Background: an optimization exercise with open tools, aiming at small area. Do not read the settings as production practice.
At most, simulation tests tie the RTL to the original design; equivalence was not proved.
The RTL of run 2 was laid out without a check of its function.

==> flow/design.v, too long to show whole: its modules and the start of the top module <==
// module operand_select: 44 lines
// module int_alu: 111 lines
// module branch_resolve: 70 lines
// module ex_mac: 2177 lines
// module ex_fa: 10 lines
// module ex_ha: 9 lines
// module completion_buffer: 99 lines
// module ex_rd8: 7 lines
// module ex_control: 49 lines
// module ex_stage: 129 lines
module ex_stage (
	input  logic                clock,
	input  logic                rst_n,
	input  logic                issue_valid,
	input  logic [209:0]        issue_pkt,
	output logic                issue_credit,
	output logic                complete_valid,
	output logic [37:0]         complete,
	input  logic                bus_credit,
	output logic                branch_valid,
	output logic [39:0]         branch
);
  // ...
==> flow/flow/run.sh <==
#!/bin/bash
# The standard layout, with plain buffers (not delay cells) on the ports;
# timing-driven placement only steers placement, its trial buffering is
# not kept.
set -euo pipefail
export BUFFER_PORTS_ARGS="-buffer_cell sky130_fd_sc_hd__buf_1"
export GPL_KEEP_OVERFLOW=0
bash standard.sh > standard.log 2>&1
==> flow/standard.sh <==
#!/bin/bash
# synth_recipe.tcl (not shown) runs the flow's synth.tcl, then flattens the netlist and writes it again
# the make line also repeats each setting of config.mk as NAME=value (left out here)
make -C /OpenROAD-flow-scripts/flow DESIGN_CONFIG=/design/flow/config.mk WORK_HOME=/design/flow/orfs CLKGATE_MAP_FILE= SYNTH_SCRIPT=/design/flow/synth_recipe.tcl "${@:-finish}"
==> flow/config.mk <==
export PLATFORM = sky130hd
export DESIGN_NAME = ex_stage
export DESIGN_NICKNAME = ex_stage
export VERILOG_FILES = /design/flow/design.v
export SDC_FILE = /design/flow/constraint.sdc
export NUM_CORES = 4
export LEC_CHECK = 0
export ABC_AREA = 1
export CAP_MARGIN = 20
export CORE_MARGIN = 2
export CORE_UTILIZATION = 58
export CTS_BUF_LIST = sky130_fd_sc_hd__clkbuf_8
export CTS_CLUSTER_DIAMETER = 45
export CTS_CLUSTER_SIZE = 18
export GPL_ROUTABILITY_DRIVEN = 0
export SETUP_SLACK_MARGIN = 0.05
export SLEW_MARGIN = 20
export SYNTH_HIERARCHICAL = 1
==> flow/constraint.sdc <==
create_clock -name core_clock -period 10.0 [get_ports {clock}]
set_input_delay 2.0000 -clock core_clock [delete_from_list [all_inputs] [get_ports {clock}]]
set_output_delay 2.0000 -clock core_clock [all_outputs]
set_load 0.01 [all_outputs]
==> impl.org, run 1 <==
** Layout
- In the final layout, the multi-input gates occupy 33480 um2.
- Register with the most flip-flops :: u_completion_buffer.mem
- Number of nets in the finished design :: 7174
- Fraction of layout instances using a drive strength above 1 :: 0.06264
- The finished layout holds between 7000 and 8000 standard cells, fillers aside.
- Leaving out fill and tap cells, the most frequent cell in the layout is nand2_1.
- Counting the inverters off the clock network in the layout gives 685.
- Leaving out fill and tap cells, the most frequent cells in the layout are 1735 x nand2_1, 612 x inv_1, 559 x xor2_1.
- By area, the class that comes first in the final layout consists of multi-input gates.

** Global route
- The initial antenna violation count was 2.
- First-pass GRT wire length :: between 200 and 300 mm
- Met2 track demand over resource :: 0.6772

** Worst setup path
- In this run the worst setup path terminates at u_completion_buffer.mem[0][16].
- STA classifies the critical path startpoint as a primary input.
- The largest single stage delay on the critical path is 0.68 ns.

** Drt
- After detailed routing, the total wire length is 191.6 mm.
- After detailed routing, the met3 layer carries roughly 22 mm of wire.
- In the final routed layout, each cell accounts on average for 25.80 um.
- The detailed router finished its first iteration with about 5300 violations.

** Timing
- Adding up every negative setup slack in the final design gives 0 ns.
- On the final layout, the worst hold slack is 0.3374 ns.
- The max-slew violation count came to 0.

** Synthesis
- Number of synthesized flops with an enable pin :: 328

** Status
- The run finished with no timing, DRC or antenna violations.

** Place
- Input/output buffers :: 287
- OpenSTA, run right after detailed placement, puts the worst setup slack at -2.273 ns.

** Clock tree
- The tree built by TritonCTS fans out to 437 sinks.
- TritonCTS created 30 clock buffers.
==> inputs of run 2 (changes only) <==
--- a/flow/design.v
+++ b/flow/design.v
@@ -2137,400 +2137,256 @@
 	wire bg28 = hg[57] | (hp[57] & hg[56]);
 	wire bp28 = hp[57] & hp[56];
 	wire bg29 = hg[59] | (hp[59] & hg[58]);
 	wire bp29 = hp[59] & hp[58];
 	wire bg30 = hg[61] | (hp[61] & hg[60]);
 	wire bp30 = hp[61] & hp[60];
 	wire bg31 = hg[63] | (hp[63] & hg[62]);
 	wire bp31 = hp[63] & hp[62];
-	wire bg32 = hg[2] | (hp[2] & bg0);
-	wire bp32 = hp[2] & bp0;
-	wire bg33 = bg1 | (bp1 & bg0);
-	wire bp33 = bp1 & bp0;
-	wire bg34 = hg[6] | (hp[6] & bg2);
-	wire bp34 = hp[6] & bp2;
-	wire bg35 = bg3 | (bp3 & bg2);
-	wire bp35 = bp3 & bp2;
-	wire bg36 = hg[10] | (hp[10] & bg4);
-	wire bp36 = hp[10] & bp4;
-	wire bg37 = bg5 | (bp5 & bg4);
-	wire bp37 = bp5 & bp4;
-	wire bg38 = hg[14] | (hp[14] & bg6);
-	wire bp38 = hp[14] & bp6;
-	wire bg39 = bg7 | (bp7 & bg6);
-	wire bp39 = bp7 & bp6;
-	wire bg40 = hg[18] | (hp[18] & bg8);
-	wire bp40 = hp[18] & bp8;
-	wire bg41 = bg9 | (bp9 & bg8);
-	wire bp41 = bp9 & bp8;
-	wire bg42 = hg[22] | (hp[22] & bg10);
-	wire bp42 = hp[22] & bp10;
-	wire bg43 = bg11 | (bp11 & bg10);
-	wire bp43 = bp11 & bp10;
-	wire bg44 = hg[26] | (hp[26] & bg12);
-	wire bp44 = hp[26] & bp12;
-	wire bg45 = bg13 | (bp13 & bg12);
-	wire bp45 = bp13 & bp12;
-	wire bg46 = hg[30] | (hp[30] & bg14);
-	wire bp46 = hp[30] & bp14;
-	wire bg47 = bg15 | (bp15 & bg14);
-	wire bp47 = bp15 & bp14;
-	wire bg48 = hg[34] | (hp[34] & bg16);
-	wire bp48 = hp[34] & bp16;
-	wire bg49 = bg17 | (bp17 & bg16);
-	wire bp49 = bp17 & bp16;
-	wire bg50 = hg[38] | (hp[38] & bg18);
-	wire bp50 = hp[38] & bp18;
-	wire bg51 = bg19 | (bp19 & bg18);
-	wire bp51 = bp19 & bp18;
-	wire bg52 = hg[42] | (hp[42] & bg20);
-	wire bp52 = hp[42] & bp20;
-	wire bg53 = bg21 | (bp21 & bg20);
-	wire bp53 = bp21 & bp20;
-	wire bg54 = hg[46] | (hp[46] & bg22);
-	wire bp54 = hp[46] & bp22;
-	wire bg55 = bg23 | (bp23 & bg22);
-	wire bp55 = bp23 & bp22;
-	wire bg56 = hg[50] | (hp[50] & bg24);
-	wire bp56 = hp[50] & bp24;
-	wire bg57 = bg25 | (bp25 & bg24);
-	wire bp57 = bp25 & bp24;
-	wire bg58 = hg[54] | (hp[54] & bg26);
-	wire bp58 = hp[54] & bp26;
-	wire bg59 = bg27 | (bp27 & bg26);
-	wire bp59 = bp27 & bp26;
-	wire bg60 = hg[58] | (hp[58] & bg28);
-	wire bp60 = hp[58] & bp28;
-	wire bg61 = bg29 | (bp29 & bg28);
-	wire bp61 = bp29 & bp28;
-	wire bg62 = hg[62] | (hp[62] & bg30);
-	wire bp62 = hp[62] & bp30;
-	wire bg63 = bg31 | (bp31 & bg30);
-	wire bp63 = bp31 & bp30;
-	wire bg64 = hg[4] | (hp[4] & bg33);
-	wire bp64 = hp[4] & bp33;
-	wire bg65 = bg2 | (bp2 & bg33);
-	wire bp65 = bp2 & bp33;
-	wire bg66 = bg34 | (bp34 & bg33);
-	wire bp66 = bp34 & bp33;
-	wire bg67 = bg35 | (bp35 & bg33);
-	wire bp67 = bp35 & bp33;
-	wire bg68 = hg[12] | (hp[12] & bg37);
-	wire bp68 = hp[12] & bp37;
-	wire bg69 = bg6 | (bp6 & bg37);
-	wire bp69 = bp6 & bp37;
-	wire bg70 = bg38 | (bp38 & bg37);
-	wire bp70 = bp38 & bp37;
-	wire bg71 = bg39 | (bp39 & bg37);
-	wire bp71 = bp39 & bp37;
-	wire bg72 = hg[20] | (hp[20] & bg41);
-	wire bp72 = hp[20] & bp41;
-	wire bg73 = bg10 | (bp10 & bg41);
-	wire bp73 = bp10 & bp41;
-	wire bg74 = bg42 | (bp42 & bg41);
-	wire bp74 = bp42 & bp41;
-	wire bg75 = bg43 | (bp43 & bg41);
-	wire bp75 = bp43 & bp41;
-	wire bg76 = hg[28] | (hp[28] & bg45);
-	wire bp76 = hp[28] & bp45;
-	wire bg77 = bg14 | (bp14 & bg45);
-	wire bp77 = bp14 & bp45;
-	wire bg78 = bg46 | (bp46 & bg45);
-	wire bp78 = bp46 & bp45;
-	wire bg79 = bg47 | (bp47 & bg45);
-	wire bp79 = bp47 & bp45;
-	wire bg80 = hg[36] | (hp[36] & bg49);
-	wire bp80 = hp[36] & bp49;
-	wire bg81 = bg18 | (bp18 & bg49);
-	wire bp81 = bp18 & bp49;
-	wire bg82 = bg50 | (bp50 & bg49);
-	wire bp82 = bp50 & bp49;
-	wire bg83 = bg51 | (bp51 & bg49);
-	wire bp83 = bp51 & bp49;
-	wire bg84 = hg[44] | (hp[44] & bg53);
-	wire bp84 = hp[44] & bp53;
-	wire bg85 = bg22 | (bp22 & bg53);
-	wire bp85 = bp22 & bp53;
-	wire bg86 = bg54 | (bp54 & bg53);
-	wire bp86 = bp54 & bp53;
-	wire bg87 = bg55 | (bp55 & bg53);
-	wire bp87 = bp55 & bp53;
-	wire bg88 = hg[52] | (hp[52] & bg57);
-	wire bp88 = hp[52] & bp57;
-	wire bg89 = bg26 | (bp26 & bg57);
-	wire bp89 = bp26 & bp57;
-	wire bg90 = bg58 | (bp58 & bg57);
-	wire bp90 = bp58 & bp57;
-	wire bg91 = bg59 | (bp59 & bg57);
-	wire bp91 = bp59 & bp57;
-	wire bg92 = hg[60] | (hp[60] & bg61);
-	wire bp92 = hp[60] & bp61;
-	wire bg93 = bg30 | (bp30 & bg61);
-	wire bp93 = bp30 & bp61;
-	wire bg94 = bg62 | (bp62 & bg61);
-	wire bp94 = bp62 & bp61;
-	wire bg95 = bg63 | (bp63 & bg61);
-	wire bp95 = bp63 & bp61;
-	wire bg96 = hg[8] | (hp[8] & bg67);
-	wire bp96 = hp[8] & bp67;
-	wire bg97 = bg4 | (bp4 & bg67);
-	wire bp97 = bp4 & bp67;
-	wire bg98 = bg36 | (bp36 & bg67);
-	wire bp98 = bp36 & bp67;
-	wire bg99 = bg37 | (bp37 & bg67);
-	wire bp99 = bp37 & bp67;
-	wire bg100 = bg68 | (bp68 & bg67);
-	wire bp100 = bp68 & bp67;
-	wire bg101 = bg69 | (bp69 & bg67);
-	wire bp101 = bp69 & bp67;
-	wire bg102 = bg70 | (bp70 & bg67);
-	wire bp102 = bp70 & bp67;
-	wire bg103 = bg71 | (bp71 & bg67);
-	wire bp103 = bp71 & bp67;
-	wire bg104 = hg[24] | (hp[24] & bg75);
-	wire bp104 = hp[24] & bp75;
-	wire bg105 = bg12 | (bp12 & bg75);
-	wire bp105 = bp12 & bp75;
-	wire bg106 = bg44 | (bp44 & bg75);
-	wire bp106 = bp44 & bp75;
-	wire bg107 = bg45 | (bp45 & bg75);
-	wire bp107 = bp45 & bp75;
-	wire bg108 = bg76 | (bp76 & bg75);
-	wire bp108 = bp76 & bp75;
-	wire bg109 = bg77 | (bp77 & bg75);
-	wire bp109 = bp77 & bp75;
-	wire bg110 = bg78 | (bp78 & bg75);
-	wire bp110 = bp78 & bp75;
-	wire bg111 = bg79 | (bp79 & bg75);
-	wire bp111 = bp79 & bp75;
-	wire bg112 = hg[40] | (hp[40] & bg83);
-	wire bp112 = hp[40] & bp83;
-	wire bg113 = bg20 | (bp20 & bg83);
-	wire bp113 = bp20 & bp83;
-	wire bg114 = bg52 | (bp52 & bg83);
-	wire bp114 = bp52 & bp83;
-	wire bg115 = bg53 | (bp53 & bg83);
-	wire bp115 = bp53 & bp83;
-	wire bg116 = bg84 | (bp84 & bg83);
-	wire bp116 = bp84 & bp83;
-	wire bg117 = bg85 | (bp85 & bg83);
-	wire bp117 = bp85 & bp83;
-	wire bg118 = bg86 | (bp86 & bg83);
-	wire bp118 = bp86 & bp83;
-	wire bg119 = bg87 | (bp87 & bg83);
-	wire bp119 = bp87 & bp83;
-	wire bg120 = hg[56] | (hp[56] & bg91);
-	wire bp120 = hp[56] & bp91;
-	wire bg121 = bg28 | (bp28 & bg91);
-	wire bp121 = bp28 & bp91;
-	wire bg122 = bg60 | (bp60 & bg91);
-	wire bp122 = bp60 & bp91;
-	wire bg123 = bg61 | (bp61 & bg91);
-	wire bp123 = bp61 & bp91;
-	wire bg124 = bg92 | (bp92 & bg91);
-	wire bp124 = bp92 & bp91;
-	wire bg125 = bg93 | (bp93 & bg91);
-	wire bp125 = bp93 & bp91;
-	wire bg126 = bg94 | (bp94 & bg91);
-	wire bp126 = bp94 & bp91;
-	wire bg127 = bg95 | (bp95 & bg91);
-	wire bp127 = bp95 & bp91;
-	wire bg128 = hg[16] | (hp[16] & bg103);
-	wire bp128 = hp[16] & bp103;
-	wire bg129 = bg8 | (bp8 & bg103);
-	wire bp129 = bp8 & bp103;
-	wire bg130 = bg40 | (bp40 & bg103);
-	wire bp130 = bp40 & bp103;
-	wire bg131 = bg41 | (bp41 & bg103);
-	wire bp131 = bp41 & bp103;
-	wire bg132 = bg72 | (bp72 & bg103);
-	wire bp132 = bp72 & bp103;
-	wire bg133 = bg73 | (bp73 & bg103);
-	wire bp133 = bp73 & bp103;
-	wire bg134 = bg74 | (bp74 & bg103);
-	wire bp134 = bp74 & bp103;
-	wire bg135 = bg75 | (bp75 & bg103);
-	wire bp135 = bp75 & bp103;
-	wire bg136 = bg104 | (bp104 & bg103);
-	wire bp136 = bp104 & bp103;
-	wire bg137 = bg105 | (bp105 & bg103);
-	wire bp137 = bp105 & bp103;
-	wire bg138 = bg106 | (bp106 & bg103);
-	wire bp138 = bp106 & bp103;
-	wire bg139 = bg107 | (bp107 & bg103);
-	wire bp139 = bp107 & bp103;
-	wire bg140 = bg108 | (bp108 & bg103);
-	wire bp140 = bp108 & bp103;
-	wire bg141 = bg109 | (bp109 & bg103);
-	wire bp141 = bp109 & bp103;
-	wire bg142 = bg110 | (bp110 & bg103);
-	wire bp142 = bp110 & bp103;
-	wire bg143 = bg111 | (bp111 & bg103);
-	wire bp143 = bp111 & bp103;
-	wire bg144 = hg[48] | (hp[48] & bg119);
-	wire bp144 = hp[48] & bp119;
-	wire bg145 = bg24 | (bp24 & bg119);
-	wire bp145 = bp24 & bp119;
-	wire bg146 = bg56 | (bp56 & bg119);
-	wire bp146 = bp56 & bp119;
-	wire bg147 = bg57 | (bp57 & bg119);
-	wire bp147 = bp57 & bp119;
-	wire bg148 = bg88 | (bp88 & bg119);
-	wire bp148 = bp88 & bp119;
-	wire bg149 = bg89 | (bp89 & bg119);
-	wire bp149 = bp89 & bp119;
-	wire bg150 = bg90 | (bp90 & bg119);
-	wire bp150 = bp90 & bp119;
-	wire bg151 = bg91 | (bp91 & bg119);
-	wire bp151 = bp91 & bp119;
-	wire bg152 = bg120 | (bp120 & bg119);
-	wire bp152 = bp120 & bp119;
-	wire bg153 = bg121 | (bp121 & bg119);
-	wire bp153 = bp121 & bp119;
-	wire bg154 = bg122 | (bp122 & bg119);
-	wire bp154 = bp122 & bp119;
-	wire bg155 = bg123 | (bp123 & bg119);
-	wire bp155 = bp123 & bp119;
-	wire bg156 = bg124 | (bp124 & bg119);
-	wire bp156 = bp124 & bp119;
-	wire bg157 = bg125 | (bp125 & bg119);
-	wire bp157 = bp125 & bp119;
-	wire bg158 = bg126 | (bp126 & bg119);
-	wire bp158 = bp126 & bp119;
-	wire bg159 = bg127 | (bp127 & bg119);
-	wire bp159 = bp127 & bp119;
-	wire bg160 = hg[32] | (hp[32] & bg143);
-	wire bp160 = hp[32] & bp143;
-	wire bg161 = bg16 | (bp16 & bg143);
-	wire bp161 = bp16 & bp143;
-	wire bg162 = bg48 | (bp48 & bg143);
-	wire bp162 = bp48 & bp143;
-	wire bg163 = bg49 | (bp49 & bg143);
-	wire bp163 = bp49 & bp143;
-	wire bg164 = bg80 | (bp80 & bg143);
-	wire bp164 = bp80 & bp143;
-	wire bg165 = bg81 | (bp81 & bg143);
-	wire bp165 = bp81 & bp143;
-	wire bg166 = bg82 | (bp82 & bg143);
-	wire bp166 = bp82 & bp143;
-	wire bg167 = bg83 | (bp83 & bg143);
-	wire bp167 = bp83 & bp143;
-	wire bg168 = bg112 | (bp112 & bg143);
-	wire bp168 = bp112 & bp143;
-	wire bg169 = bg113 | (bp113 & bg143);
-	wire bp169 = bp113 & bp143;
-	wire bg170 = bg114 | (bp114 & bg143);
-	wire bp170 = bp114 & bp143;
-	wire bg171 = bg115 | (bp115 & bg143);
-	wire bp171 = bp115 & bp143;
-	wire bg172 = bg116 | (bp116 & bg143);
-	wire bp172 = bp116 & bp143;
-	wire bg173 = bg117 | (bp117 & bg143);
-	wire bp173 = bp117 & bp143;
-	wire bg174 = bg118 | (bp118 & bg143);
-	wire bp174 = bp118 & bp143;
-	wire bg175 = bg119 | (bp119 & bg143);
-	wire bp175 = bp119 & bp143;
-	wire bg176 = bg144 | (bp144 & bg143);
-	wire bp176 = bp144 & bp143;
-	wire bg177 = bg145 | (bp145 & bg143);
-	wire bp177 = bp145 & bp143;
-	wire bg178 = bg146 | (bp146 & bg143);
-	wire bp178 = bp146 & bp143;
-	wire bg179 = bg147 | (bp147 & bg143);
-	wire bp179 = bp147 & bp143;
-	wire bg180 = bg148 | (bp148 & bg143);
-	wire bp180 = bp148 & bp143;
-	wire bg181 = bg149 | (bp149 & bg143);
-	wire bp181 = bp149 & bp143;
-	wire bg182 = bg150 | (bp150 & bg143);
-	wire bp182 = bp150 & bp143;
-	wire bg183 = bg151 | (bp151 & bg143);
-	wire bp183 = bp151 & bp143;
-	wire bg184 = bg152 | (bp152 & bg143);
-	wire bp184 = bp152 & bp143;
-	wire bg185 = bg153 | (bp153 & bg143);
-	wire bp185 = bp153 & bp143;
-	wire bg186 = bg154 | (bp154 & bg143);
-	wire bp186 = bp154 & bp143;
-	wire bg187 = bg155 | (bp155 & bg143);
-	wire bp187 = bp155 & bp143;
-	wire bg188 = bg156 | (bp156 & bg143);
-	wire bp188 = bp156 & bp143;
-	wire bg189 = bg157 | (bp157 & bg143);
-	wire bp189 = bp157 & bp143;
-	wire bg190 = bg158 | (bp158 & bg143);
-	wire bp190 = bp158 & bp143;
-	wire bg191 = bg159 | (bp159 & bg143);
-	wire bp191 = bp159 & bp143;
+	wire bg32 = bg1 | (bp1 & bg0);
+	wire bp32 = bp1 & bp0;
+	wire bg33 = bg3 | (bp3 & bg2);
+	wire bp33 = bp3 & bp2;
+	wire bg34 = bg5 | (bp5 & bg4);
+	wire bp34 = bp5 & bp4;
+	wire bg35 = bg7 | (bp7 & bg6);
+	wire bp35 = bp7 & bp6;
+	wire bg36 = bg9 | (bp9 & bg8);
+	wire bp36 = bp9 & bp8;
+	wire bg37 = bg11 | (bp11 & bg10);
+	wire bp37 = bp11 & bp10;
+	wire bg38 = bg13 | (bp13 & bg12);
+	wire bp38 = bp13 & bp12;
+	wire bg39 = bg15 | (bp15 & bg14);
+	wire bp39 = bp15 & bp14;
+	wire bg40 = bg17 | (bp17 & bg16);
+	wire bp40 = bp17 & bp16;
+	wire bg41 = bg19 | (bp19 & bg18);
+	wire bp41 = bp19 & bp18;
+	wire bg42 = bg21 | (bp21 & bg20);
+	wire bp42 = bp21 & bp20;
+	wire bg43 = bg23 | (bp23 & bg22);
+	wire bp43 = bp23 & bp22;
+	wire bg44 = bg25 | (bp25 & bg24);
+	wire bp44 = bp25 & bp24;
+	wire bg45 = bg27 | (bp27 & bg26);
+	wire bp45 = bp27 & bp26;
+	wire bg46 = bg29 | (bp29 & bg28);
+	wire bp46 = bp29 & bp28;
+	wire bg47 = bg31 | (bp31 & bg30);
+	wire bp47 = bp31 & bp30;
+	wire bg48 = bg33 | (bp33 & bg32);
+	wire bp48 = bp33 & bp32;
+	wire bg49 = bg35 | (bp35 & bg34);
+	wire bp49 = bp35 & bp34;
+	wire bg50 = bg37 | (bp37 & bg36);
+	wire bp50 = bp37 & bp36;
+	wire bg51 = bg39 | (bp39 & bg38);
+	wire bp51 = bp39 & bp38;
+	wire bg52 = bg41 | (bp41 & bg40);
+	wire bp52 = bp41 & bp40;
+	wire bg53 = bg43 | (bp43 & bg42);
+	wire bp53 = bp43 & bp42;
+	wire bg54 = bg45 | (bp45 & bg44);
+	wire bp54 = bp45 & bp44;
+	wire bg55 = bg47 | (bp47 & bg46);
+	wire bp55 = bp47 & bp46;
+	wire bg56 = bg49 | (bp49 & bg48);
+	wire bp56 = bp49 & bp48;
+	wire bg57 = bg51 | (bp51 & bg50);
+	wire bp57 = bp51 & bp50;
+	wire bg58 = bg53 | (bp53 & bg52);
+	wire bp58 = bp53 & bp52;
+	wire bg59 = bg55 | (bp55 & bg54);
+	wire bp59 = bp55 & bp54;
+	wire bg60 = bg57 | (bp57 & bg56);
+	wire bp60 = bp57 & bp56;
+	wire bg61 = bg59 | (bp59 & bg58);
+	wire bp61 = bp59 & bp58;
+	wire bg62 = bg61 | (bp61 & bg60);
+	wire bp62 = bp61 & bp60;
+	wire bg63 = bg58 | (bp58 & bg60);
+	wire bp63 = bp58 & bp60;
+	wire bg64 = bg50 | (bp50 & bg56);
+	wire bp64 = bp50 & bp56;
+	wire bg65 = bg52 | (bp52 & bg60);
+	wire bp65 = bp52 & bp60;
+	wire bg66 = bg54 | (bp54 & bg63);
+	wire bp66 = bp54 & bp63;
+	wire bg67 = bg34 | (bp34 & bg48);
+	wire bp67 = bp34 & bp48;
+	wire bg68 = bg36 | (bp36 & bg56);
+	wire bp68 = bp36 & bp56;
+	wire bg69 = bg38 | (bp38 & bg64);
+	wire bp69 = bp38 & bp64;
+	wire bg70 = bg40 | (bp40 & bg60);
+	wire bp70 = bp40 & bp60;
+	wire bg71 = bg42 | (bp42 & bg65);
+	wire bp71 = bp42 & bp65;
+	wire bg72 = bg44 | (bp44 & bg63);
+	wire bp72 = bp44 & bp63;
+	wire bg73 = bg46 | (bp46 & bg66);
+	wire bp73 = bp46 & bp66;
+	wire bg74 = bg2 | (bp2 & bg32);
+	wire bp74 = bp2 & bp32;
+	wire bg75 = bg4 | (bp4 & bg48);
+	wire bp75 = bp4 & bp48;
+	wire bg76 = bg6 | (bp6 & bg67);
+	wire bp76 = bp6 & bp67;
+	wire bg77 = bg8 | (bp8 & bg56);
+	wire bp77 = bp8 & bp56;
+	wire bg78 = bg10 | (bp10 & bg68);
+	wire bp78 = bp10 & bp68;
+	wire bg79 = bg12 | (bp12 & bg64);
+	wire bp79 = bp12 & bp64;
+	wire bg80 = bg14 | (bp14 & bg69);
+	wire bp80 = bp14 & bp69;
+	wire bg81 = bg16 | (bp16 & bg60);
+	wire bp81 = bp16 & bp60;
+	wire bg82 = bg18 | (bp18 & bg70);
+	wire bp82 = bp18 & bp70;
+	wire bg83 = bg20 | (bp20 & bg65);
+	wire bp83 = bp20 & bp65;
+	wire bg84 = bg22 | (bp22 & bg71);
+	wire bp84 = bp22 & bp71;
+	wire bg85 = bg24 | (bp24 & bg63);
+	wire bp85 = bp24 & bp63;
+	wire bg86 = bg26 | (bp26 & bg72);
+	wire bp86 = bp26 & bp72;
+	wire bg87 = bg28 | (bp28 & bg66);
+	wire bp87 = bp28 & bp66;
+	wire bg88 = bg30 | (bp30 & bg73);
+	wire bp88 = bp30 & bp73;
+	wire bg89 = hg[2] | (hp[2] & bg0);
+	wire bp89 = hp[2] & bp0;
+	wire bg90 = hg[4] | (hp[4] & bg32);
+	wire bp90 = hp[4] & bp32;
+	wire bg91 = hg[6] | (hp[6] & bg74);
+	wire bp91 = hp[6] & bp74;
+	wire bg92 = hg[8] | (hp[8] & bg48);
+	wire bp92 = hp[8] & bp48;
+	wire bg93 = hg[10] | (hp[10] & bg75);
+	wire bp93 = hp[10] & bp75;
+	wire bg94 = hg[12] | (hp[12] & bg67);
+	wire bp94 = hp[12] & bp67;
+	wire bg95 = hg[14] | (hp[14] & bg76);
+	wire bp95 = hp[14] & bp76;
+	wire bg96 = hg[16] | (hp[16] & bg56);
+	wire bp96 = hp[16] & bp56;
+	wire bg97 = hg[18] | (hp[18] & bg77);
+	wire bp97 = hp[18] & bp77;
+	wire bg98 = hg[20] | (hp[20] & bg68);
+	wire bp98 = hp[20] & bp68;
+	wire bg99 = hg[22] | (hp[22] & bg78);
+	wire bp99 = hp[22] & bp78;
+	wire bg100 = hg[24] | (hp[24] & bg64);
+	wire bp100 = hp[24] & bp64;
+	wire bg101 = hg[26] | (hp[26] & bg79);
+	wire bp101 = hp[26] & bp79;
+	wire bg102 = hg[28] | (hp[28] & bg69);
+	wire bp102 = hp[28] & bp69;
+	wire bg103 = hg[30] | (hp[30] & bg80);
+	wire bp103 = hp[30] & bp80;
+	wire bg104 = hg[32] | (hp[32] & bg60);
+	wire bp104 = hp[32] & bp60;
+	wire bg105 = hg[34] | (hp[34] & bg81);
+	wire bp105 = hp[34] & bp81;
+	wire bg106 = hg[36] | (hp[36] & bg70);
+	wire bp106 = hp[36] & bp70;
+	wire bg107 = hg[38] | (hp[38] & bg82);
+	wire bp107 = hp[38] & bp82;
+	wire bg108 = hg[40] | (hp[40] & bg65);
+	wire bp108 = hp[40] & bp65;
+	wire bg109 = hg[42] | (hp[42] & bg83);
+	wire bp109 = hp[42] & bp83;
+	wire bg110 = hg[44] | (hp[44] & bg71);
+	wire bp110 = hp[44] & bp71;
+	wire bg111 = hg[46] | (hp[46] & bg84);
+	wire bp111 = hp[46] & bp84;
+	wire bg112 = hg[48] | (hp[48] & bg63);
+	wire bp112 = hp[48] & bp63;
+	wire bg113 = hg[50] | (hp[50] & bg85);
+	wire bp113 = hp[50] & bp85;
+	wire bg114 = hg[52] | (hp[52] & bg72);
+	wire bp114 = hp[52] & bp72;
+	wire bg115 = hg[54] | (hp[54] & bg86);
+	wire bp115 = hp[54] & bp86;
+	wire bg116 = hg[56] | (hp[56] & bg66);
+	wire bp116 = hp[56] & bp66;
+	wire bg117 = hg[58] | (hp[58] & bg87);
+	wire bp117 = hp[58] & bp87;
+	wire bg118 = hg[60] | (hp[60] & bg73);
+	wire bp118 = hp[60] & bp73;
+	wire bg119 = hg[62] | (hp[62] & bg88);
+	wire bp119 = hp[62] & bp88;
 	assign p[0] = hp[0];
 	assign p[1] = hp[1] ^ hg[0];
 	assign p[2] = hp[2] ^ bg0;
-	assign p[3] = hp[3] ^ bg32;
-	assign p[4] = hp[4] ^ bg33;
-	assign p[5] = hp[5] ^ bg64;
-	assign p[6] = hp[6] ^ bg65;
-	assign p[7] = hp[7] ^ bg66;
-	assign p[8] = hp[8] ^ bg67;
-	assign p[9] = hp[9] ^ bg96;
-	assign p[10] = hp[10] ^ bg97;
-	assign p[11] = hp[11] ^ bg98;
-	assign p[12] = hp[12] ^ bg99;
-	assign p[13] = hp[13] ^ bg100;
-	assign p[14] = hp[14] ^ bg101;
-	assign p[15] = hp[15] ^ bg102;
-	assign p[16] = hp[16] ^ bg103;
-	assign p[17] = hp[17] ^ bg128;
-	assign p[18] = hp[18] ^ bg129;
-	assign p[19] = hp[19] ^ bg130;
-	assign p[20] = hp[20] ^ bg131;
-	assign p[21] = hp[21] ^ bg132;
-	assign p[22] = hp[22] ^ bg133;
-	assign p[23] = hp[23] ^ bg134;
-	assign p[24] = hp[24] ^ bg135;
-	assign p[25] = hp[25] ^ bg136;
-	assign p[26] = hp[26] ^ bg137;
-	assign p[27] = hp[27] ^ bg138;
-	assign p[28] = hp[28] ^ bg139;
-	assign p[29] = hp[29] ^ bg140;
-	assign p[30] = hp[30] ^ bg141;
-	assign p[31] = hp[31] ^ bg142;
-	assign p[32] = hp[32] ^ bg143;
-	assign p[33] = hp[33] ^ bg160;
-	assign p[34] = hp[34] ^ bg161;
-	assign p[35] = hp[35] ^ bg162;
-	assign p[36] = hp[36] ^ bg163;
-	assign p[37] = hp[37] ^ bg164;
-	assign p[38] = hp[38] ^ bg165;
-	assign p[39] = hp[39] ^ bg166;
-	assign p[40] = hp[40] ^ bg167;
-	assign p[41] = hp[41] ^ bg168;
-	assign p[42] = hp[42] ^ bg169;
-	assign p[43] = hp[43] ^ bg170;
-	assign p[44] = hp[44] ^ bg171;
-	assign p[45] = hp[45] ^ bg172;
-	assign p[46] = hp[46] ^ bg173;
-	assign p[47] = hp[47] ^ bg174;
-	assign p[48] = hp[48] ^ bg175;
-	assign p[49] = hp[49] ^ bg176;
-	assign p[50] = hp[50] ^ bg177;
-	assign p[51] = hp[51] ^ bg178;
-	assign p[52] = hp[52] ^ bg179;
-	assign p[53] = hp[53] ^ bg180;
-	assign p[54] = hp[54] ^ bg181;
-	assign p[55] = hp[55] ^ bg182;
-	assign p[56] = hp[56] ^ bg183;
-	assign p[57] = hp[57] ^ bg184;
-	assign p[58] = hp[58] ^ bg185;
-	assign p[59] = hp[59] ^ bg186;
-	assign p[60] = hp[60] ^ bg187;
-	assign p[61] = hp[61] ^ bg188;
-	assign p[62] = hp[62] ^ bg189;
-	assign p[63] = hp[63] ^ bg190;
+	assign p[3] = hp[3] ^ bg89;
+	assign p[4] = hp[4] ^ bg32;
+	assign p[5] = hp[5] ^ bg90;
+	assign p[6] = hp[6] ^ bg74;
+	assign p[7] = hp[7] ^ bg91;
+	assign p[8] = hp[8] ^ bg48;
+	assign p[9] = hp[9] ^ bg92;
+	assign p[10] = hp[10] ^ bg75;
+	assign p[11] = hp[11] ^ bg93;
+	assign p[12] = hp[12] ^ bg67;
+	assign p[13] = hp[13] ^ bg94;
+	assign p[14] = hp[14] ^ bg76;
+	assign p[15] = hp[15] ^ bg95;
+	assign p[16] = hp[16] ^ bg56;
+	assign p[17] = hp[17] ^ bg96;
+	assign p[18] = hp[18] ^ bg77;
+	assign p[19] = hp[19] ^ bg97;
+	assign p[20] = hp[20] ^ bg68;
+	assign p[21] = hp[21] ^ bg98;
+	assign p[22] = hp[22] ^ bg78;
+	assign p[23] = hp[23] ^ bg99;
+	assign p[24] = hp[24] ^ bg64;
+	assign p[25] = hp[25] ^ bg100;
+	assign p[26] = hp[26] ^ bg79;
+	assign p[27] = hp[27] ^ bg101;
+	assign p[28] = hp[28] ^ bg69;
+	assign p[29] = hp[29] ^ bg102;
+	assign p[30] = hp[30] ^ bg80;
+	assign p[31] = hp[31] ^ bg103;
+	assign p[32] = hp[32] ^ bg60;
+	assign p[33] = hp[33] ^ bg104;
+	assign p[34] = hp[34] ^ bg81;
+	assign p[35] = hp[35] ^ bg105;
+	assign p[36] = hp[36] ^ bg70;
+	assign p[37] = hp[37] ^ bg106;
+	assign p[38] = hp[38] ^ bg82;
+	assign p[39] = hp[39] ^ bg107;
+	assign p[40] = hp[40] ^ bg65;
+	assign p[41] = hp[41] ^ bg108;
+	assign p[42] = hp[42] ^ bg83;
+	assign p[43] = hp[43] ^ bg109;
+	assign p[44] = hp[44] ^ bg71;
+	assign p[45] = hp[45] ^ bg110;
+	assign p[46] = hp[46] ^ bg84;
+	assign p[47] = hp[47] ^ bg111;
+	assign p[48] = hp[48] ^ bg63;
+	assign p[49] = hp[49] ^ bg112;
+	assign p[50] = hp[50] ^ bg85;
+	assign p[51] = hp[51] ^ bg113;
+	assign p[52] = hp[52] ^ bg72;
+	assign p[53] = hp[53] ^ bg114;
+	assign p[54] = hp[54] ^ bg86;
+	assign p[55] = hp[55] ^ bg115;
+	assign p[56] = hp[56] ^ bg66;
+	assign p[57] = hp[57] ^ bg116;
+	assign p[58] = hp[58] ^ bg87;
+	assign p[59] = hp[59] ^ bg117;
+	assign p[60] = hp[60] ^ bg73;
+	assign p[61] = hp[61] ^ bg118;
+	assign p[62] = hp[62] ^ bg88;
+	assign p[63] = hp[63] ^ bg119;
 endmodule
 module ex_fa (
 	input  logic x,
 	input  logic y,
 	input  logic z,
 	output logic s,
 	output logic c
 );
==> flow/flow/run.sh (replaced) <==
#!/bin/bash
# The standard layout, with plain buffers (not delay cells) on the ports.
set -euo pipefail
export BUFFER_PORTS_ARGS="-buffer_cell sky130_fd_sc_hd__buf_1"
bash standard.sh > standard.log 2>&1
==> flow/config.mk (replaced) <==
export PLATFORM = sky130hd
export DESIGN_NAME = ex_stage
export DESIGN_NICKNAME = ex_stage
export VERILOG_FILES = /design/flow/design.v
export SDC_FILE = /design/flow/constraint.sdc
export NUM_CORES = 4
export LEC_CHECK = 0
export ABC_AREA = 1
export CAP_MARGIN = 20
export CORE_MARGIN = 2
export CORE_UTILIZATION = 55
export CTS_BUF_LIST = sky130_fd_sc_hd__clkbuf_8
export CTS_CLUSTER_DIAMETER = 45
export CTS_CLUSTER_SIZE = 18
export GPL_ROUTABILITY_DRIVEN = 0
export SLEW_MARGIN = 20
export SYNTH_HIERARCHICAL = 1
==> run 2 against run 1 <==
Routed wire length shrank 5.1%. Global-route usage shrank 3.3 points. Synthesized cell count shrank 5.7%. Utilization grew 0.15 points. Clock-buffer cell count is the same. Largest cell class unchanged. Via count shrank 4.5%. Worst hold slack lost 0.0098 ns. Register-to-register slack gained 0.09 ns.
==> impl.org, run 2 <==
** Status
- Run status: timing/DRC/antenna clean (unchanged).

** Synthesis
- The sequential element share of the synthesized area is 0.2503 (was 0.2447).
- Library cells used by synthesis :: 52 (was 51)
- Dominant cells by area after synthesis :: edfxtp_1 20%, fa_1 19%, nand2_1 12% (was edfxtp_1 20%, fa_1 19%, nand2_1 13%)
- Yosys reg bits :: 437 (unchanged)
- The number of synthesized flops with an enable pin came to 328 (unchanged).
- The synthesized area per cell came to 8.279 um2 (was 7.983 um2).
- The most repeated cell in the gate-level netlist after synthesis is nand2_1 (unchanged).
- Post-synth top cells :: 1550 x nand2_1, 583 x inv_1, 551 x xor2_1 (was 1763 x nand2_1, 668 x inv_1, 561 x xor2_1)
- Share of flip-flops with an asynchronous set or reset :: 0.05492 (unchanged)
- Synthesized Nets :: 6814 (was 7145)
- The synthesis warning total came to 14 (unchanged).
- The most frequently used flop master after synthesis was edfxtp_1 (unchanged).
- Number of instances in the synthesized netlist :: 5864 (was 6221)
- Synthesized area :: 48550 um2 (was 49660 um2)
- The area share of the largest cell type after synthesis came to 0.2029 (was 0.1983).
- Post-synth top area cell :: edfxtp_1 (unchanged)

** Job
- The number of max-cap violations came to 0 (unchanged).

** Layout
- Post-layout instance count excluding filler cells :: 7500 (was 7425)
- The layout cell share with drive strength beyond 1 was 0.1131 (was 0.06264).
- Most common cell after layout, fill and taps aside :: nand2_1 (unchanged)
- The number of flip-flops under the largest register name came to 304 (unchanged).
- Register with the most flip-flops :: u_completion_buffer.mem (unchanged)
- Most frequent cells in the layout :: 1534 x nand2_1, 591 x inv_1, 551 x xor2_1 (was 1735 x nand2_1, 612 x inv_1, 559 x xor2_1)
- Layout overhead on the synthesized area :: 12.62% (was 7.120%)
- Largest registers :: u_completion_buffer.mem x304, branch_q x40, predicted_target_q x32 (unchanged)
- The number of nets at the end of the flow was 7268 (was 7174).

** Die
- Overall die height :: 301.1 um (was 296.6 um)
- The floorplan die area came to 90660 um2 (was 87980 um2).
- The placeable core region is 87160 um2 (was 85010 um2).
- Die outline width :: 301.1 um (was 296.6 um)
- The number of top-level pins was 295 (unchanged).
- The starting density of the core was 0.5570 (was 0.5842).
- The number of placement rows came to 108 (was 107).

** Clock tree
- TritonCTS buffer count :: 30 (unchanged)
- The maximum count of clock buffers along a single path came to 3 (unchanged).
- Clock Sink Count :: 437 (unchanged)
- Clock root buffer :: clkbuf_8 (unchanged)
- Clock-pin transition on the worst setup and hold timing paths :: 0.11 ns (was 0.12 ns)
- Clock Latency Late Sink :: 0.63 ns (was 0.64 ns)
- H-tree levels :: 1 (unchanged)
- Clock tree from TritonCTS :: yes (unchanged)

** Global route
- Total track usage :: 0.3980 (was 0.4315)
- The pin count of the biggest net entering global routing is 116 (was 55).
- The via count of the first global-routing pass is 41320 (was 43350).
- Number of antenna violations at the first check in global routing :: 4 (was 2)
- First-pass GRT wire length :: 266.5 mm (was 278.1 mm)
- The total congestion overflow is 0 (unchanged).

** Worst setup path
- The launching element type of the critical path is a primary input (unchanged).
- Required arrival time at the worst endpoint :: 10.48 ns (was 10.38 ns)
- The critical path arrival came to 10.23 ns (was 10.14 ns).
- Delay of the slowest cell on the worst path :: 0.60 ns (was 0.68 ns)
- Cell with the largest stage delay on the worst path :: fa_1 (was inv_2)
- The combined buffer and inverter count along the critical path is 5 (unchanged).
- The most common cell type on the critical path was nand2_1 (unchanged).
- The element type at the critical path end is a register (unchanged).
- Type of the worst setup path :: in -> reg (unchanged)
- Crit-path leading delay family :: adder cells (unchanged)
- Crit Path Max Fanout :: 8 (was 30)

** Timing
- Max-slew headroom at the worst pin :: 0.2851 (was 0.2641)
- The slew at the pin with the worst max-slew slack came to 1.072 ns (was 1.097 ns).
- Setup Total Neg Slack :: 0 ns (unchanged)
- The final setup violation count was 0 (unchanged).
- Maximum clock frequency :: 102.6 MHz (was 102.5 MHz)
- The share of the cycle needed by the critical path after routing was 0.9745 (was 0.9758).
- Hold Violations, Final :: 0 (unchanged)
- The largest clock skew in the final design was 0.03272 ns (was 0.03230 ns).
- Setup repair after global routing missed its margin: no (unchanged).
- Worst Hold Margin :: 0.3276 ns (was 0.3374 ns)
- Final Critical Period :: 9.745 ns (was 9.758 ns)
- Final slew viol count :: 0 (unchanged)

** Place
- Input/output buffers :: 287 (unchanged)
- Post-DP HPWL :: 145.4 mm (was 142.3 mm)
- The number of placed cells counting well taps is 7435 (was 7325).

** Drt
- Total length of routed wires :: 181.8 mm (was 191.6 mm)
- The via count came to 43540 (was 45580).
- The number of optimization iterations in the first detailed-route pass was 7 (was 8).
- Via count normalized by instance count :: 5.806 (was 6.138)
- The count of nets left with antenna violations after detail routing came to 0 (unchanged).
- Number of design-rule violations left by the first detailed-router iteration :: 5015 (was 5262)
- Residual DRC count :: 0 (unchanged)
- Routed wirelength normalized by instance count :: 24.24 um (was 25.80 um)

** Min path
- Class of the tightest hold or removal check :: reg -> reg (unchanged)
[run 2: cell type report]
cell class              count  area [um2]
fillers                  7816       32480
multi-input cells        4424       32360
flip-flops and latches    437       12150
repair buffers            828        5836
inverters                 597        2245
well taps                1155        1445
clock buffers              32       440.4
clock inverters            24       187.7
diodes                      3       7.507
[run 2: metal layers]
metal / vias up / routed length, um / track usage
met1: 20860 / 70980 / 0.5201
met3: 446 / 16390 / 0.05821
met4: 4 / 14510 / 0.2631
li1: 19930 / - / -
met5: - / 29 / 0
met2: 2311 / 79880 / 0.6186
[run 2: worst paths after layout]
path                                                    start                        endpoint  slack, ns  cells past startpoint
worst max-delay path                           issue_pkt[143]  u_completion_buffer.mem[4][31]       0.25                     41
worst min-delay path                    u_ex_control.mul_s[2]           u_ex_control.mul_s[5]       0.33                      0
worst max register to register  u_completion_buffer.rd_ptr[0]     u_completion_buffer.busy[6]       7.41                     14
worst min register to register          u_ex_control.mul_s[2]           u_ex_control.mul_s[5]       0.33                      0
max in group asynchronous                               rst_n         u_ex_control.bus_cnt[1]       8.38                      2
min in group asynchronous                               rst_n   u_completion_buffer.rd_ptr[3]       1.32                      2
[run 2: per-stage QoR]
stage / worst slack, ns / util / cell area [um2]
global placement: -0.09586 / 0.6193 / 53980
CTS: 0.5023 / 0.6265 / 54600
global route: 0.01587 / 0.6272 / 54670
finish: 0.2549 / 0.6273 / 54670
floorplan: 1.088 / - / 48550
detailed placement: -0.1797 / 0.6193 / 53980
[run 2: repair_timing]
item	in CTS	in global routing
buffers inserted	0	5
setup endpoints to repair	0	24
resized for setup	0	4
hold buffers	0	0
[run 2: worst register-to-register path: stages, from the launching register on]
cell	delay, ns
dfrtp_1	0.49
inv_1	0.12
ha_1	0.21
inv_1	0.06
nor2_1	0.15
nand2_1	0.07
nand2_1	0.07
nor2_1	0.04
nand2_1	0.19
inv_1	0.15
nor3_2	0.19
buf_4	0.50
nand2_1	0.13
nand2_1	0.09
nand2_1	0.05
[run 2: Yosys stat by module, one instance, submodules excluded, excerpt]
module,times used,area [um2],flops+latches,cells inside
ex_ha,106,12.51,0,1
ex_mac,1,11840,0,1847
completion_buffer,1,11300,344,555
operand_select,1,1356,0,341
int_alu,1,4407,0,859
ex_control,1,575.6,19,52
branch_resolve,1,2210,0,411
[run 2: cell families after synthesis]
family	after synthesis	share of synthesized area
adders and majority gates	736	0.2627
and+or+nand+nor	2263	0.1892
AOI/OAI and AO/OA	830	0.1041
xor gates and xnor gates	595	0.1075
buffers and inverters	1003	0.08614
DFF	437	0.2503

==> re-timing with driven ports <==
In the flow no input, the clock included, has a driving cell. The finished layouts below were timed again as built, in two steps. Step 1 (the two cells are an assumption about what drives the block):
set clk [get_ports {clock}]
set_driving_cell -lib_cell sky130_fd_sc_hd__clkbuf_16 $clk
set_driving_cell -lib_cell sky130_fd_sc_hd__buf_2 [delete_from_list [all_inputs] $clk]
Step 2 times the ports against the registers' clock, not the clock port: input delays grow and output delays shrink by t, the midpoint of the rising clock arrivals with the driver on. Three values: no drivers, after step 1, after step 2; two values: the first two.
| run | t, ns | slack for setup (ns) | worst setup path after step 2 | clock arrival spread, ns |
|---|---|---|---|---|
| run 1 | 0.670 | 0.242 / 0.250 / -0.420 | input to register | 0.033 / 0.032 |
| run 2 | 0.669 | 0.255 / 0.277 / -0.391 | input to register | 0.035 / 0.035 |
With both steps, setup timing fails in run 1 and run 2, where it was met with ideal ports. The setup slack of run 1, which loses most, moves by +0.008 ns with the drivers and by -0.662 ns with both steps.
